Context: an optimization exercise on an open-source flow, tuned for small area and a short achievable clock period. The choices shown serve that exercise and are no tape-out recipe.
Where RTL was checked, it was by simulation tests only, not by an equivalence proof against the original.
Function not checked in runs 2 and 3: the RTL went through the layout flow alone.
No activity file was given, so power comes from the tool's default toggle rates.

## flow/design.v (module list and top-level ports; edited modules follow where they fit)
// module fp_less: 32 lines
// module fp_add_ks: 34 lines
// module fp_booth_enc: 15 lines
// module fp_mul_csa: 910 lines
// module pipelined_fpu: 225 lines
module pipelined_fpu (
    input  wire logic                      clk,
    input  wire logic                      reset,
    input  wire logic                      start,
    input  wire logic [1:0]                op,         
    input  wire logic [31:0]               a,
    input  wire logic [31:0]               b,
    output logic                           done,
    output logic [31:0]                    result
);
  // ...
==> flow/run.sh <==
#!/bin/bash
# synth_recipe.tcl (not shown) runs the flow's synth.tcl, then flattens the netlist and writes it again
# the make line also repeats each setting of config.mk as NAME=value (left out here)
make -C /OpenROAD-flow-scripts/flow DESIGN_CONFIG=/design/flow/config.mk WORK_HOME=/design/flow/orfs CLKGATE_MAP_FILE= SYNTH_SCRIPT=/design/flow/synth_recipe.tcl finish
==> flow/config.mk <==
export PLATFORM = sky130hd
export DESIGN_NAME = pipelined_fpu
export DESIGN_NICKNAME = pipelined_fpu
export VERILOG_FILES = /design/flow/design.v
export SDC_FILE = /design/flow/constraint.sdc
export NUM_CORES = 4
export LEC_CHECK = 0
export ABC_AREA = 1
export CAP_MARGIN = 20
export CORE_MARGIN = 2
export CORE_UTILIZATION = 40
export SETUP_SLACK_MARGIN = 5
export SLEW_MARGIN = 20
==> flow/constraint.sdc <==
create_clock -name core_clock -period 10.0 [get_ports {clk}]
set_input_delay 2.0000 -clock core_clock [delete_from_list [all_inputs] [get_ports {clk}]]
set_output_delay 2.0000 -clock core_clock [all_outputs]
set_load 0.01 [all_outputs]
==> run_results.csv, run 1 <==
group,metric,value,unit
detailed_routing,drt_iter0_markers,3045,
grt,antenna_found_initial,1,
timing,drv_slew,0,
power,pwr-share-comb,0.704,
die,dieArea,74000,µm²
final_layout,final-clk-cell-share,0.0291,
die,num_rows,98,
setup_path,reg2reg_depth,27,
timing,layout_min_cycle_time,4780,ps
logic_synthesis,yosysWarnings,8,
cts,postCtsSetupBuffers,6,
detailed_routing,route.met2.wl,44000,µm
run_status,status,"timing/DRC/antenna clean",
logic_synthesis,synth_compound_area_frac,0.177,
setup_path,path_buf_inv,3,
setup_path,critPathCapture,"x2[25]",
setup_path,timing.rr.end,"x2[25]",
final_layout,final_cell_mix,"593 x nand2_1, 567 x inv_1, 316 x xor2_1, 289 x o22ai_1, 261 x fa_1",
timing,setup_ws,5220,ps
die,die_x,272,µm
final_layout,multi_input_area,21000,µm²
logic_synthesis,synthAdderAreaFrac,0.271,
grt,globalRouteMet2Util,0.409,
final_layout,layout-drive-gt1-share,0.0613,
final_layout,nClkBuffers,35,
timing,slew_headroom,0.226,
==> module pipelined_fpu, before the edit <==
module pipelined_fpu (
    input  wire logic                      clk,
    input  wire logic                      reset,
    input  wire logic                      start,
    input  wire logic [1:0]                op,         
    input  wire logic [31:0]               a,
    input  wire logic [31:0]               b,
    output logic                           done,
    output logic [31:0]                    result
);
    logic        sa, sb, sbe;
    logic [7:0]  ea, eb;
    logic [22:0] fa, fb;
    logic        az, bz, aff, bff, anan, bnan, ainf, binf;
    logic        is_mul, is_add;
    logic        swap;
    logic [8:0]  dab, dba, dsel;
    logic [7:0]  emax;
    logic [5:0]  d0;
    logic [8:0]  e0;
    logic [22:0] fa0, fb0;
    logic [10:0] neg0;
    logic [11:0] one0, two0;
    logic        sign0, spff0, spzero0, q0, paya0, payb0;
    fp_less #(.W(31)) u_cmp (.x(a[30:0]), .y(b[30:0]), .lt(swap));    
    always_comb begin
        sa  = a[31];
        sb  = b[31];
        ea  = a[30:23];
        eb  = b[30:23];
        fa  = a[22:0];
        fb  = b[22:0];
        az  = (ea == 8'd0);
        bz  = (eb == 8'd0);
        aff = (ea == 8'hff);
        bff = (eb == 8'hff);
        anan = aff & (fa != 23'd0);
        bnan = bff & (fb != 23'd0);
        ainf = aff & (fa == 23'd0);
        binf = bff & (fb == 23'd0);
        is_mul = (op == 2'd2);
        is_add = ~op[1];
        sbe    = sb ^ (op == 2'd1);
        dab   = {1'b0, ea} - {1'b0, eb};
        dba   = {1'b0, eb} - {1'b0, ea};
        dsel  = dab[8] ? dba : dab;                  
        d0    = (dsel[7:6] != 2'd0) ? 6'd63 : dsel[5:0];
        emax  = dab[8] ? eb : ea;
        e0    = is_mul ? ({1'b0, ea} + {1'b0, eb}) : {1'b0, emax};
        fa0   = az ? 23'd0 : fa;                     
        fb0   = bz ? 23'd0 : fb;
        sign0   = is_mul ? (sa ^ sb) : (swap ? sbe : sa);
        spff0   = 1'b0;
        spzero0 = 1'b0;
        q0      = 1'b0;
        paya0   = 1'b0;
        payb0   = 1'b0;
        if (op == 2'd3) begin
            spzero0 = 1'b1;
            sign0   = 1'b0;
        end else if (anan) begin
            spff0 = 1'b1; sign0 = sa; q0 = 1'b1; paya0 = 1'b1;
        end else if (bnan) begin
            spff0 = 1'b1; sign0 = sb; q0 = 1'b1; payb0 = 1'b1;
        end else if (is_mul) begin
            if ((az & binf) | (ainf & bz)) begin
                spff0 = 1'b1; sign0 = 1'b1; q0 = 1'b1;
            end else if (ainf | binf) begin
                spff0 = 1'b1;
            end else if (az | bz) begin
                spzero0 = 1'b1;
            end
        end else begin
            if (ainf & binf) begin
                spff0 = 1'b1;
                if (sa ^ sbe) begin
                    sign0 = 1'b1; q0 = 1'b1;
                end else begin
                    sign0 = sa;
                end
            end else if (ainf) begin
                spff0 = 1'b1; sign0 = sa;
            end else if (binf) begin
                spff0 = 1'b1; sign0 = sbe;
            end else if (az & bz) begin
                spzero0 = 1'b1; sign0 = sa & sbe;
            end
        end
    end
    fp_booth_enc u_enc (.y(fb0), .neg(neg0), .one(one0), .two(two0));
    logic        v1, mul1, sub1, sign1, spff1, spzero1, q1, paya1, payb1, swap1;
    logic        anz1, bnz1;
    logic [22:0] fa1;
    logic [10:0] neg1;
    logic [11:0] one1, two1;
    logic [5:0]  d1;
    logic [8:0]  e1;
    always_ff @(posedge clk) begin
        if (reset) v1 <= 1'b0;
        else       v1 <= start;
    end
    always_ff @(posedge clk) begin
        mul1    <= is_mul;
        sub1    <= sa ^ sbe;
        sign1   <= sign0;
        spff1   <= spff0;
        spzero1 <= spzero0;
        q1      <= q0;
        paya1   <= paya0;
        payb1   <= payb0;
        swap1   <= swap;
        anz1    <= ~az;
        bnz1    <= ~bz;
        fa1     <= fa0;
        neg1    <= neg0;
        one1    <= one0;
        two1    <= two0;
        d1      <= d0;
        e1      <= e0;
    end
    logic [47:11] ps, pc;
    logic         pcin;
    logic [22:0]  fb1;
    logic [9:0]   e1x;
    fp_mul_csa u_mul (.x(fa1), .neg(neg1), .one(one1), .two(two1), .ps(ps), .pc(pc), .pcin(pcin));
    always_comb begin
        for (int i = 0; i < 12; i++) begin
            fb1[2*i] = one1[i] ^ ((i > 0) ? neg1[(i > 0) ? i - 1 : 0] : 1'b0);
            if (i < 11) fb1[2*i+1] = neg1[i];
        end
        e1x = mul1 ? ({1'b0, e1} - 10'd126) : {2'b00, e1[7:0]};
    end
    logic [23:0] bigf, smallf;
    logic [24:0] bwin, awin;
    logic [23:0] smask;
    logic        sticky;
    logic [24:0] addsum;
    logic        addco;
    fp_add_ks #(.W(25)) u_add (.x(awin), .y(bwin ^ {25{sub1}}), .cin(sub1 & ~sticky),
                               .sum(addsum), .cout(addco));
    logic [25:0] x1;
    always_comb begin
        bigf   = swap1 ? {bnz1, fb1} : {anz1, fa1};
        smallf = swap1 ? {anz1, fa1} : {bnz1, fb1};
        awin   = {bigf, 1'b0};
        bwin   = (d1 >= 6'd25) ? 25'd0 : ({smallf, 1'b0} >> d1);
        for (int i = 0; i < 24; i++)
            smask[i] = ({1'b0, d1} >= 7'(i + 2)) && ({1'b0, d1} <= 7'(i + 24));
        sticky = |(smallf & smask);
        x1     = {addco & ~sub1, addsum};
        if (spff1)
            x1 = {4'd0, paya1 ? fa1[21:0] : payb1 ? fb1[21:0] : 22'd0};
    end
    logic        v2, mul2, sign2, spff2, spzero2, q2;
    logic [9:0]  e2;
    logic [47:11] ps2, pc2;
    logic        pcin2;
    logic [25:0] x2;
    always_ff @(posedge clk) begin
        if (reset) v2 <= 1'b0;
        else       v2 <= v1;
    end
    always_ff @(posedge clk) begin
        mul2    <= mul1;
        sign2   <= sign1;
        spff2   <= spff1;
        spzero2 <= spzero1;
        q2      <= q1;
        e2      <= e1x;
        ps2     <= ps;
        pc2     <= pc;
        pcin2   <= pcin;
        x2      <= x1;
    end
    logic [37:0] prod;
    logic        phi;
    logic [22:0] mfrac, afrac, frac;
    logic [7:0]  mexp, aexp, fexp;
    logic        movf, munf, aovf, aunf, ovf, unf;
    logic [4:0]  lz;
    logic [25:0] xn;
    logic        azero;
    logic [31:0] packed_value;
    always_comb begin
        prod  = {ps2, 1'b1} + {pc2, pcin2};
        phi   = prod[37];
        mfrac = phi ? prod[36:14] : prod[35:13];
        mexp  = phi ? e2[7:0] : (e2[7:0] - 8'd1);
        movf  = phi ? ($signed(e2) >= 10'sd255) : ($signed(e2) >= 10'sd256);
        munf  = phi ? ($signed(e2) <= 10'sd0) : ($signed(e2) <= 10'sd1);
        lz = 5'd0;
        for (int i = 0; i < 26; i++)
            if (x2[i]) lz = 5'(25 - i);
        xn    = x2 << lz;
        afrac = xn[24:2];
        aexp  = e2[7:0] + 8'd1 - {3'd0, lz};
        aovf  = x2[25] & (e2[7:0] == 8'd254);
        aunf  = (e2[7:5] == 3'd0) & (lz > e2[4:0]);
        azero = (x2 == 26'd0);
        frac = mul2 ? mfrac : afrac;
        fexp = mul2 ? mexp : aexp;
        ovf  = mul2 ? movf : aovf;
        unf  = mul2 ? munf : aunf;
        if (spff2)
            packed_value = {sign2, 8'hff, q2, x2[21:0]};
        else if (spzero2 | (~mul2 & azero))
            packed_value = {sign2 & spzero2, 31'd0};
        else if (ovf)
            packed_value = {sign2, 8'hff, 23'd0};
        else if (unf)
            packed_value = {sign2, 31'd0};
        else
            packed_value = {sign2, fexp, frac};
    end
    always_ff @(posedge clk) begin
        if (reset) begin
            done   <= 1'b0;
            result <= '0;
        end else begin
            done <= v2;
            if (v2)
                result <= packed_value;
        end
    end
endmodule
==> inputs of run 2 (changes only) <==
--- a/flow/design.v
+++ b/flow/design.v
@@ -1007,21 +1007,23 @@
     output logic                           done,
     output logic [31:0]                    result
 );
-    logic        sa, sb, sbe;
+    logic        sa, sb, sbe, sub0;
     logic [7:0]  ea, eb;
-    logic [22:0] fa, fb;
+    logic [22:0] fa, fb, fa0, fb0;
     logic        az, bz, aff, bff, anan, bnan, ainf, binf;
-    logic        is_mul, is_add;
-    logic        swap;
-    logic [8:0]  dab, dba, dsel;
-    logic [7:0]  emax;
-    logic [5:0]  d0;
+    logic        is_mul;
+    logic        swapf, elt, ge, sela, rev0;
+    logic [7:0]  dab, dba, d0;
     logic [8:0]  e0;
-    logic [22:0] fa0, fb0;
+    logic [22:0] big0;
+    logic [23:0] small0;
+    logic [34:0] f0;
     logic [10:0] neg0;
     logic [11:0] one0, two0;
-    logic        sign0, spff0, spzero0, q0, paya0, payb0;
-    fp_less #(.W(31)) u_cmp (.x(a[30:0]), .y(b[30:0]), .lt(swap));    
+    logic        spff0, spzero0, q0, nanp0, spsign0;
+    fp_less #(.W(31)) u_cmp (.x(a[30:0]), .y(b[30:0]), .lt(swapf));   
+    fp_less #(.W(8), .L(3)) u_ecmp (.x(a[30:23]), .y(b[30:23]), .lt(elt));
+    fp_booth_enc u_enc (.y(fb0), .neg(neg0), .one(one0), .two(two0));
     always_comb begin
         sa  = a[31];
         sb  = b[31];
@@ -1038,61 +1040,60 @@
         ainf = aff & (fa == 23'd0);
         binf = bff & (fb == 23'd0);
         is_mul = (op == 2'd2);
-        is_add = ~op[1];
         sbe    = sb ^ (op == 2'd1);
-        dab   = {1'b0, ea} - {1'b0, eb};
-        dba   = {1'b0, eb} - {1'b0, ea};
-        dsel  = dab[8] ? dba : dab;                  
-        d0    = (dsel[7:6] != 2'd0) ? 6'd63 : dsel[5:0];
-        emax  = dab[8] ? eb : ea;
-        e0    = is_mul ? ({1'b0, ea} + {1'b0, eb}) : {1'b0, emax};
-        fa0   = az ? 23'd0 : fa;                     
-        fb0   = bz ? 23'd0 : fb;
-        sign0   = is_mul ? (sa ^ sb) : (swap ? sbe : sa);
+        sub0   = sa ^ sbe;
+        fa0    = az ? 23'd0 : fa;                    
+        fb0    = bz ? 23'd0 : fb;
+        dab  = ea - eb;
+        dba  = eb - ea;
+        ge   = ~elt;
+        d0   = ge ? dab : dba;
+        e0   = is_mul ? ({1'b0, ea} + {1'b0, eb}) : {1'b0, ge ? ea : eb};
+        rev0 = swapf & ge & sub0;
+        sela   = anan | (~bnan & (is_mul | ge));
+        big0   = sela ? fa0 : fb0;
+        small0 = sela ? {~bz, fb0} : {~az, fa0};
+        f0     = is_mul ? {neg0, one0, two0} : {11'd0, small0};
         spff0   = 1'b0;
         spzero0 = 1'b0;
         q0      = 1'b0;
-        paya0   = 1'b0;
-        payb0   = 1'b0;
+        nanp0   = 1'b0;
+        spsign0 = 1'b0;
         if (op == 2'd3) begin
             spzero0 = 1'b1;
-            sign0   = 1'b0;
         end else if (anan) begin
-            spff0 = 1'b1; sign0 = sa; q0 = 1'b1; paya0 = 1'b1;
+            spff0 = 1'b1; spsign0 = sa; q0 = 1'b1; nanp0 = 1'b1;
         end else if (bnan) begin
-            spff0 = 1'b1; sign0 = sb; q0 = 1'b1; payb0 = 1'b1;
+            spff0 = 1'b1; spsign0 = sb; q0 = 1'b1; nanp0 = 1'b1;
         end else if (is_mul) begin
             if ((az & binf) | (ainf & bz)) begin
-                spff0 = 1'b1; sign0 = 1'b1; q0 = 1'b1;
+                spff0 = 1'b1; spsign0 = 1'b1; q0 = 1'b1;
             end else if (ainf | binf) begin
-                spff0 = 1'b1;
+                spff0 = 1'b1; spsign0 = sa ^ sb;
             end else if (az | bz) begin
-                spzero0 = 1'b1;
+                spzero0 = 1'b1; spsign0 = sa ^ sb;
             end
         end else begin
             if (ainf & binf) begin
                 spff0 = 1'b1;
-                if (sa ^ sbe) begin
-                    sign0 = 1'b1; q0 = 1'b1;
+                if (sub0) begin
+                    spsign0 = 1'b1; q0 = 1'b1;
                 end else begin
-                    sign0 = sa;
+                    spsign0 = sa;
                 end
             end else if (ainf) begin
-                spff0 = 1'b1; sign0 = sa;
+                spff0 = 1'b1; spsign0 = sa;
             end else if (binf) begin
-                spff0 = 1'b1; sign0 = sbe;
+                spff0 = 1'b1; spsign0 = sbe;
             end else if (az & bz) begin
-                spzero0 = 1'b1; sign0 = sa & sbe;
+                spzero0 = 1'b1; spsign0 = sa & sbe;
             end
         end
     end
-    fp_booth_enc u_enc (.y(fb0), .neg(neg0), .one(one0), .two(two0));
-    logic        v1, mul1, sub1, sign1, spff1, spzero1, q1, paya1, payb1, swap1;
-    logic        anz1, bnz1;
-    logic [22:0] fa1;
-    logic [10:0] neg1;
-    logic [11:0] one1, two1;
-    logic [5:0]  d1;
+    logic        v1, mul1, sub1, spff1, spzero1, q1, nanp1, spsign1, sa1, sbe1, swapf1, rev1;
+    logic [22:0] big1;
+    logic [34:0] f1;
+    logic [7:0]  d1;
     logic [8:0]  e1;
     always_ff @(posedge clk) begin
         if (reset) v1 <= 1'b0;
@@ -1100,55 +1101,53 @@
     end
     always_ff @(posedge clk) begin
         mul1    <= is_mul;
-        sub1    <= sa ^ sbe;
-        sign1   <= sign0;
+        sub1    <= sub0;
         spff1   <= spff0;
         spzero1 <= spzero0;
         q1      <= q0;
-        paya1   <= paya0;
-        payb1   <= payb0;
-        swap1   <= swap;
-        anz1    <= ~az;
-        bnz1    <= ~bz;
-        fa1     <= fa0;
-        neg1    <= neg0;
-        one1    <= one0;
-        two1    <= two0;
+        nanp1   <= nanp0;
+        spsign1 <= spsign0;
+        sa1     <= sa;
+        sbe1    <= sbe;
+        swapf1  <= swapf;
+        rev1    <= rev0;
+        big1    <= big0;
+        f1      <= f0;
         d1      <= d0;
         e1      <= e0;
     end
     logic [47:11] ps, pc;
     logic         pcin;
-    logic [22:0]  fb1;
+    logic         sign1;
     logic [9:0]   e1x;
-    fp_mul_csa u_mul (.x(fa1), .neg(neg1), .one(one1), .two(two1), .ps(ps), .pc(pc), .pcin(pcin));
-    always_comb begin
-        for (int i = 0; i < 12; i++) begin
-            fb1[2*i] = one1[i] ^ ((i > 0) ? neg1[(i > 0) ? i - 1 : 0] : 1'b0);
-            if (i < 11) fb1[2*i+1] = neg1[i];
-        end
-        e1x = mul1 ? ({1'b0, e1} - 10'd126) : {2'b00, e1[7:0]};
-    end
-    logic [23:0] bigf, smallf;
+    fp_mul_csa u_mul (.x(big1), .neg(f1[34:24]), .one(f1[23:12]), .two(f1[11:0]),
+                      .ps(ps), .pc(pc), .pcin(pcin));
+    logic [23:0] smallf;
     logic [24:0] bwin, awin;
     logic [23:0] smask;
     logic        sticky;
     logic [24:0] addsum;
     logic        addco;
-    fp_add_ks #(.W(25)) u_add (.x(awin), .y(bwin ^ {25{sub1}}), .cin(sub1 & ~sticky),
-                               .sum(addsum), .cout(addco));
     logic [25:0] x1;
+    fp_add_ks #(.W(25)) u_add (.x(awin), .y(bwin ^ {25{sub1}}), .cin(sub1 & ~sticky & ~rev1),
+                               .sum(addsum), .cout(addco));
     always_comb begin
-        bigf   = swap1 ? {bnz1, fb1} : {anz1, fa1};
-        smallf = swap1 ? {anz1, fa1} : {bnz1, fb1};
-        awin   = {bigf, 1'b0};
-        bwin   = (d1 >= 6'd25) ? 25'd0 : ({smallf, 1'b0} >> d1);
+        if (spff1 | spzero1)
+            sign1 = spsign1;
+        else if (mul1)
+            sign1 = sa1 ^ sbe1;
+        else
+            sign1 = swapf1 ? sbe1 : sa1;
+        e1x = mul1 ? ({1'b0, e1} - 10'd126) : {2'b00, e1[7:0]};
+        smallf = f1[23:0];
+        awin   = {1'b1, big1, 1'b0};
+        bwin   = (d1 >= 8'd25) ? 25'd0 : ({smallf, 1'b0} >> d1[4:0]);
         for (int i = 0; i < 24; i++)
-            smask[i] = ({1'b0, d1} >= 7'(i + 2)) && ({1'b0, d1} <= 7'(i + 24));
+            smask[i] = (d1 >= 8'(i + 2)) && (d1 <= 8'(i + 24));
         sticky = |(smallf & smask);
-        x1     = {addco & ~sub1, addsum};
+        x1     = {addco & ~sub1, addsum ^ {25{rev1}}};
         if (spff1)
-            x1 = {4'd0, paya1 ? fa1[21:0] : payb1 ? fb1[21:0] : 22'd0};
+            x1 = {4'd0, big1[21:0] & {22{nanp1}}};
     end
     logic        v2, mul2, sign2, spff2, spzero2, q2;
     logic [9:0]  e2;
==> run_results.csv, run 2 <==
group,metric,value,unit
logic_synthesis,ys_top_cells_by_count,"576 x nand2_1, 543 x inv_1, 343 x xor2_1, 292 x o22ai_1, 261 x fa_1",
logic_synthesis,synth_flop_cell,"dfxtp_1",
timing,worst_pin_slew,1130,ps
logic_synthesis,ys_seq_area_frac,0.165,
timing,slew_headroom,0.248,
setup_path,criticalPathCategory,"primary input to flip-flop",
timing,drv_slew,0,
grt,antenna_found_initial,0,
cts,cts_inserted_buffers,28,
setup_path,end_kind,"flip-flop",
logic_synthesis,muxShareOfSynthArea,0.00243,
detailed_routing,ant_nets,0,
die,num_rows,98,
timing,fmax,211,MHz
logic_synthesis,synth_compound_area_frac,0.181,
grt,use_met1,0.379,
setup_path,startpoint_type,"primary input",
flow_run,cap_violations,0,
grt,grt_overflow_total,0,
logic_synthesis,synth_largest_area_cell,"fa_1",
detailed_routing,drc_errors,0,
logic_synthesis,synthSimpleGateAreaFrac,0.162,
detailed_routing,drt_iter0_markers,3043,
logic_synthesis,synth_top_family_by_area,"adder cells",
place,gp_congestion,0.995,
power,peakVddDrop,0.181,mV
timing,setup-violations-final,0,
cts,cts_tree,"done",
place,portBuffers,101,
run_status,status,"timing/DRC/antenna clean",
grt,grt_pass1_vias,26781,
timing,fin_tns_setup,0,ps
setup_path,max_stage_delay,580,ps
setup_path,cpMaxStageDelayCell,"clkdlybuf4s50_1",
worst_hold_path,holdCritPathClass,"flip-flop to flip-flop",
final_layout,final_common_cell,"nand2_1",
logic_synthesis,synth_nets,4390,
logic_synthesis,yosysWarnings,11,
final_layout,layout-drive-gt1-share,0.0707,
logic_synthesis,synthAdderAreaFrac,0.269,
grt,grt_max_degree,59,
power,leakagePower,14.6,nW
die,io_pins,102,
logic_synthesis,synth_edf_count,0,
final_layout,antenna_cells,0,
timing,rsz0062_at_grt,"no",
die,dieArea,74200,µm²
setup_path,crit_fanout,58,
final_layout,top_regs,"pc2 (37), ps2 (37), f1 (35)",
worst_hold_path,min_path_cells,0,
setup_path,path_cells,"clkdlybuf4s50_1 -> inv_1 -> ha_1 -> a21oi_1 -> o21ai_0 -> nand4_1 -> nand2_4 -> clkinvlp_4 -> o21ai_0 -> nand2_1 -> buf_8 -> clkinvlp_4 -> buf_4 -> nor2_4 -> nand2_1 -> a31oi_1",
logic_synthesis,async_flop_share,0,
power,powerDensity,322,nW/µm²
logic_synthesis,synth.distinct_cells,66,
detailed_routing,totalWireLength,104000,µm
logic_synthesis,yosysTopAreaCellShare,0.181,
grt,grt_usage,0.275,
grt,top_usage_layer,"met2",
cts,insertion_delay,620,ps
cts,htreeDepth,1,
timing,hold_viol_final,0,
die,coreArea,71400,µm²
cts,cts_root_buf,"clkbuf_16",
setup_path,worst_ep_arrival_time,5260,ps
final_layout,post-route-util,0.448,
grt,globalRouteMet2Util,0.432,
timing,layout_min_cycle_time,4740,ps
die,die_h,272,µm
logic_synthesis,ys_ff_latch,237,
cts,cts_buffer_depth,3,
detailed_routing,vias_per_cell,5.63,
timing,fin_skew,33.7,ps
setup_path,reg2reg_depth,35,
grt,grt_pass1_wl,160000,µm
timing,post-route-period-util,0.474,
cts,clock-sinks,237,
final_layout,nets,4400,
grt,grt_util_met3,0.0414,
logic_synthesis,avgSynthCellArea,7.46,µm²
setup_path,cp.required,10520,ps
logic_synthesis,netlist_area,28800,µm²
logic_synthesis,yosys-top-cells-area,"fa_1 18%, dfxtp_1 16%, xor2_1 10%, ha_1 8.7%, nand2_1 7.5%",
place,dp_hpwl,75600,µm
final_layout,area_growth_syn_to_layout,11.1,%
die,start_util,0.404,
cts,cts_hold_buf,0,
detailed_routing,vias,27260,
detailed_routing,wl_per_cell,21.5,µm
logic_synthesis,yosysMostFrequentCell,"nand2_1",
logic_synthesis,synth-xor-area-share,0.113,
die,die_x,272,µm
detailed_routing,drtPass1Iterations,5,
cts,path_clk_slew,60,ps
logic_synthesis,syn-instance-count,3859,
final_layout,final_cell_mix,"575 x nand2_1, 527 x inv_1, 343 x xor2_1, 292 x o22ai_1, 261 x fa_1",
[run 2: path summary, 6_finish.rpt]
| check | slack, ps | start | end |
|---|---|---|---|
| worst min-delay path | 330 | q1 | q2 |
| worst max register to register | 5340 | d1[0] | x2[23] |
| worst min register to register | 330 | q1 | q2 |
| worst max-delay path | 5260 | a[26] | f1[21] |
[run 2: timing repair]
item	CTS	global route
setup buffers	11	15
gates resized for setup	16	70
gates cloned	10	5
pin swaps	0	1
setup endpoints to repair	34	22
endpoints found under the hold margin	0	0
[run 2: kinds of logic (layout without fill, tap and decap cells)]
logic type               after synthesis  count (layout)
buffers and inverters                803             834
multiplexers                           7               7
AND/OR/NAND/NOR                     1082            1082
flip-flops                           237             237
adder cells (fa/ha/maj)              462             462
AO/OA/AOI/OAI                        895             895
XOR/XNOR                             373             373
[run 2: critical path, delay by kind of cell]
family                   cells  cell delay (ps)
buffers and inverters        6             1490
AO/OA/AOI/OAI                4              630
adder cells (fa/ha/maj)      1              410
AND/OR/NAND/NOR              5              670
[run 2: per-stage QoR]
step / hold slack (ps) / instances / worst slack [ps] / total power [W] / cell area (µm²)
detailed placement: 315 / 4748 / 3330 / 0.00911 / 30500
floorplan: 310 / 3859 / 5740 / 0.00687 / 28800
global route: 345 / 4840 / 4880 / 0.0115 / 32000
global placement: 315 / 4748 / 3430 / 0.00900 / 30500
finish: 327 / 4840 / 5260 / 0.0103 / 32000
CTS: 330 / 4820 / 5000 / 0.0102 / 31700
[run 2: layout make-up]
type | count | area, µm²
Clock buffer | 31 | 712
Clock inverter | 20 | 228
Fill cell | 7385 | 39400
Inverter | 591 | 2290
Multi-Input combinational cell | 2819 | 21000
Sequential cell | 237 | 4790
Tap cell | 950 | 1190
Timing Repair Buffer | 179 | 1670
Timing Repair inverter | 13 | 65.1
[run 2: layer usage]
| layer | part of all wire | vias up |
|---|---|---|
| met5 | 0 | - |
| li1 | - | 12709 |
| met4 | 0.040 | 0 |
| met1 | 0.43 | 12827 |
| met2 | 0.44 | 1475 |
| met3 | 0.096 | 249 |
[run 2: power by group]
group | internal [W] | switching (W) | leakage (nW)
combinational | 0.00288 | 0.00471 | 12.2
clock | 0.000580 | 0.000468 | 0.436
sequential | 0.00136 | 0.000308 | 1.99
total | 0.00482 | 0.00549 | 14.6
==> inputs of run 3 (changes only) <==
--- a/flow/config.mk
+++ b/flow/config.mk
@@ -8,6 +8,6 @@
 export ABC_AREA = 1
 export CAP_MARGIN = 20
 export CORE_MARGIN = 2
-export CORE_UTILIZATION = 40
+export CORE_UTILIZATION = 55
 export SETUP_SLACK_MARGIN = 5
 export SLEW_MARGIN = 20
==> run_results.csv, run 3 <==
group,metric,value,unit
setup_path,criticalPathCategory,"flip-flop to flip-flop",
place,gp_congestion,1.01,
grt,grt_overflow_total,0,
power,peakVddDrop,0.245,mV
power,internal_power,0.00493,W
logic_synthesis,yosys-top-cells-area,"fa_1 18%, dfxtp_1 16%, xor2_1 10%, ha_1 8.7%, nand2_1 7.5%",
detailed_routing,totalWireLength,107000,µm
grt,grt_pass1_wl,162000,µm
flow_run,cap_violations,0,
logic_synthesis,synth_nets,4390,
final_layout,nets,4395,
cts,cts_hold_buf,0,
die,num_rows,83,
cts,htreeDepth,1,
cts,cts_inserted_buffers,27,
worst_hold_path,min_from,"e1[0]",
logic_synthesis,yosysTopAreaCellShare,0.181,
die,die_h,233,µm
die,dieArea,54200,µm²
detailed_routing,drt_iter0_markers,3799,
logic_synthesis,netlist_area,28800,µm²
timing,slew_headroom,0.216,
cts,path_clk_slew,60,ps
grt,use_met1,0.516,
detailed_routing,drc_errors,0,
logic_synthesis,yosysMostFrequentCell,"nand2_1",
timing,fin_tns_setup,0,ps
worst_hold_path,holdCritPathClass,"flip-flop to flip-flop",
grt,antenna_found_initial,6,
timing,post-route-period-util,0.471,
setup_path,reg2reg_depth,11,
final_layout,final_area,31800,µm²
timing,rsz0062_at_grt,"yes",
die,die_x,233,µm
run_status,status,"timing/DRC/antenna clean",
place,place_inst,4483,
setup_path,worst_ep_arrival_time,5210,ps
detailed_routing,vias_per_cell,6.25,
final_layout,final_common_cell,"nand2_1",
logic_synthesis,synth_flop_cell,"dfxtp_1",
final_layout,layout-drive-gt1-share,0.0703,
setup_path,worstReg2RegStart,"big1[13]",
timing,setup-violations-final,0,
detailed_routing,ant_nets,0,
setup_path,startpoint_type,"flip-flop",
power,switchingPower,0.00559,W
power,powerDensity,331,nW/µm²
worst_hold_path,min_path_cells,0,
final_layout,final_cells,4567,
logic_synthesis,ys_seq_area_frac,0.165,
timing,layout_min_cycle_time,4710,ps
grt,grt_max_degree,60,
place,dp_hpwl,77700,µm
detailed_routing,vias,28526,
power,pwr-share-seq,0.159,
logic_synthesis,synth_largest_area_cell,"fa_1",
die,start_util,0.559,
logic_synthesis,async_flop_share,0,
die,io_pins,102,
grt,globalRouteMet2Util,0.579,
place,place_area,30200,µm²
grt,grt_util_met3,0.108,
power,leakagePower,14.7,nW
cts,cts_root_buf,"clkbuf_16",
final_layout,final_cell_mix,"574 x nand2_1, 530 x inv_1, 343 x xor2_1, 292 x o22ai_1, 261 x fa_1",
cts,clock-sinks,237,
cts,cts_buffer_depth,3,
setup_path,timing.rr.end,"ps2[23]",
place,portBuffers,101,
final_layout,area_growth_syn_to_layout,10.3,%
grt,grt_pass1_vias,27787,
logic_synthesis,avgSynthCellArea,7.46,µm²
grt,grt_usage,0.387,
logic_synthesis,synth.distinct_cells,66,
timing,fmax,212,MHz
timing,fin_skew,55.2,ps
logic_synthesis,yosysWarnings,11,
power,pwr-share-comb,0.738,
timing,drv_slew,0,
logic_synthesis,ys_ff_latch,237,
final_layout,top_regs,"pc2 (37), ps2 (37), f1 (35)",
die,coreArea,51500,µm²
logic_synthesis,syn-instance-count,3859,
cts,cts_tree,"done",
logic_synthesis,synth_edf_count,0,
power,p_clk_frac,0.103,
setup_path,cp.required,10490,ps
cts,insertion_delay,620,ps
power,switching_share,0.531,
worst_hold_path,min_to,"e2[0]",
timing,worst_pin_slew,1170,ps
detailed_routing,drtPass1Iterations,10,
grt,top_usage_layer,"met2",
setup_path,crit_fanout,26,
logic_synthesis,ys_top_cells_by_count,"576 x nand2_1, 543 x inv_1, 343 x xor2_1, 292 x o22ai_1, 261 x fa_1",
setup_path,r2r_slack,5290,ps
detailed_routing,wl_per_cell,23.3,µm
setup_path,end_kind,"flip-flop",
timing,hold_viol_final,0,
## run 3: logic make-up (layout without fill, tap and decap cells)
family	after synthesis	in the layout	synth area share
AOI/OAI and AO/OA	895	895	0.181
xor gates and xnor gates	373	373	0.113
adders and majority gates	462	462	0.269
buffers and inverters	803	827	0.107
DFF	237	237	0.165
muxes	7	7	0.00243
other	0	4	0
and+or+nand+nor	1082	1082	0.162
## run 3: worst max-delay path: stages (launching register included)
cell	delay, ps
dfxtp_1	450
clkinv_1	950
o22ai_1	490
xor2_1	220
fa_1	460
fa_1	530
inv_1	60
fa_1	360
inv_1	80
fa_1	470
inv_1	110
fa_1	400
## run 3: how the worst max path moves through the flow
stage | start | to | slack, ps | cells past startpoint
floorplan | d1[0] | x2[23] | 5740 | 39
global placement | a[24] | f1[15] | 3450 | 15
detailed placement | a[24] | f1[21] | 3390 | 15
CTS | f1[1] | x2[23] | 5020 | 36
global route | f1[16] | x2[23] | 4940 | 35
finish | big1[13] | ps2[23] | 5290 | 11
## run 3: repair_timing
| item | CTS | global route |
|---|---|---|
| cloned | 8 | 4 |
| buffers inserted | 7 | 11 |
| endpoints found under the hold margin | 0 | 0 |
| pin swaps | 0 | 4 |
| setup endpoints to repair | 36 | 30 |
| resized for setup | 18 | 91 |
## run 3: per-layer routing
metal	wire [µm]	up-vias
met3	13700	462
met1	42200	13323
met4	5690	8
met5	52	-
met2	44900	2030
li1	-	12703
## run 3: final cells by class
| cell class | instances | area [µm²] |
|---|---|---|
| fillers | 4696 | 19700 |
| repair buffers | 179 | 1730 |
| repair inverters | 9 | 47.5 |
| flip-flops and latches | 237 | 4800 |
| multi-input cells | 2819 | 21100 |
| clock inverters | 17 | 244 |
| inverters | 591 | 2300 |
| clock buffers | 31 | 711 |
| diodes | 4 | 10.0 |
| well taps | 680 | 851 |
## run 3: power by group through the flow
stage | Clock [W] | Combinational [W] | Sequential, W
after global placement | 0 | 0.00726 | 0.00165
final | 0.00109 | 0.00776 | 0.00167
after global routing | 0.00114 | 0.00876 | 0.00168
after CTS | 0.00110 | 0.00756 | 0.00164
after floorplan | 0 | 0.00537 | 0.00150
after detailed placement | 0 | 0.00750 | 0.00165
## run 3: metrics by stage
stage          hold WS, ps  worst slack (ps)  total power, W  utilization
2_1_floorplan          310              5740         0.00687            -
3_3_place_gp           319              3450         0.00891        0.587
3_5_place_dp           321              3390         0.00915        0.587
4_1_cts                337              5020          0.0103        0.608
5_1_grt                347              4940          0.0116        0.617
6_report               334              5290          0.0105        0.617

## re-timing with driven ports
The results above use ideal ports. As a check the final layouts listed here were re-extracted and re-timed, cells and wires unchanged. Step 1: set_driving_cell puts a clkbuf_16 on clk and a buf_2 on each other input, an assumption about the parent block. Step 2 times the ports against the registers' clock, not the clock port: input delays grow and output delays shrink by t, the midpoint of the rising clock arrivals with the driver on. Slacks: ideal ports / drivers / drivers and shift; pairs: ideal ports / drivers.
run	t (ns)	slack for setup (ns)	hold slack, ns	worst setup path after step 2	slew at the worst register clock pin (ns)
run 1	0.645	5.216 / 5.216 / 4.641	0.327 / 0.327 / 0.327	input to register	0.07 / 0.07
run 2	0.668	5.259 / 5.299 / 4.631	0.327 / 0.327 / 0.327	input to register	0.08 / 0.08
run 3	0.657	5.286 / 5.286 / 4.731	0.334 / 0.334 / 0.334	input to register	0.07 / 0.07
After both steps every run listed still meets setup and hold. The setup slack of run 2, which loses most, moves by +0.040 ns with the drivers and by -0.628 ns with both steps.
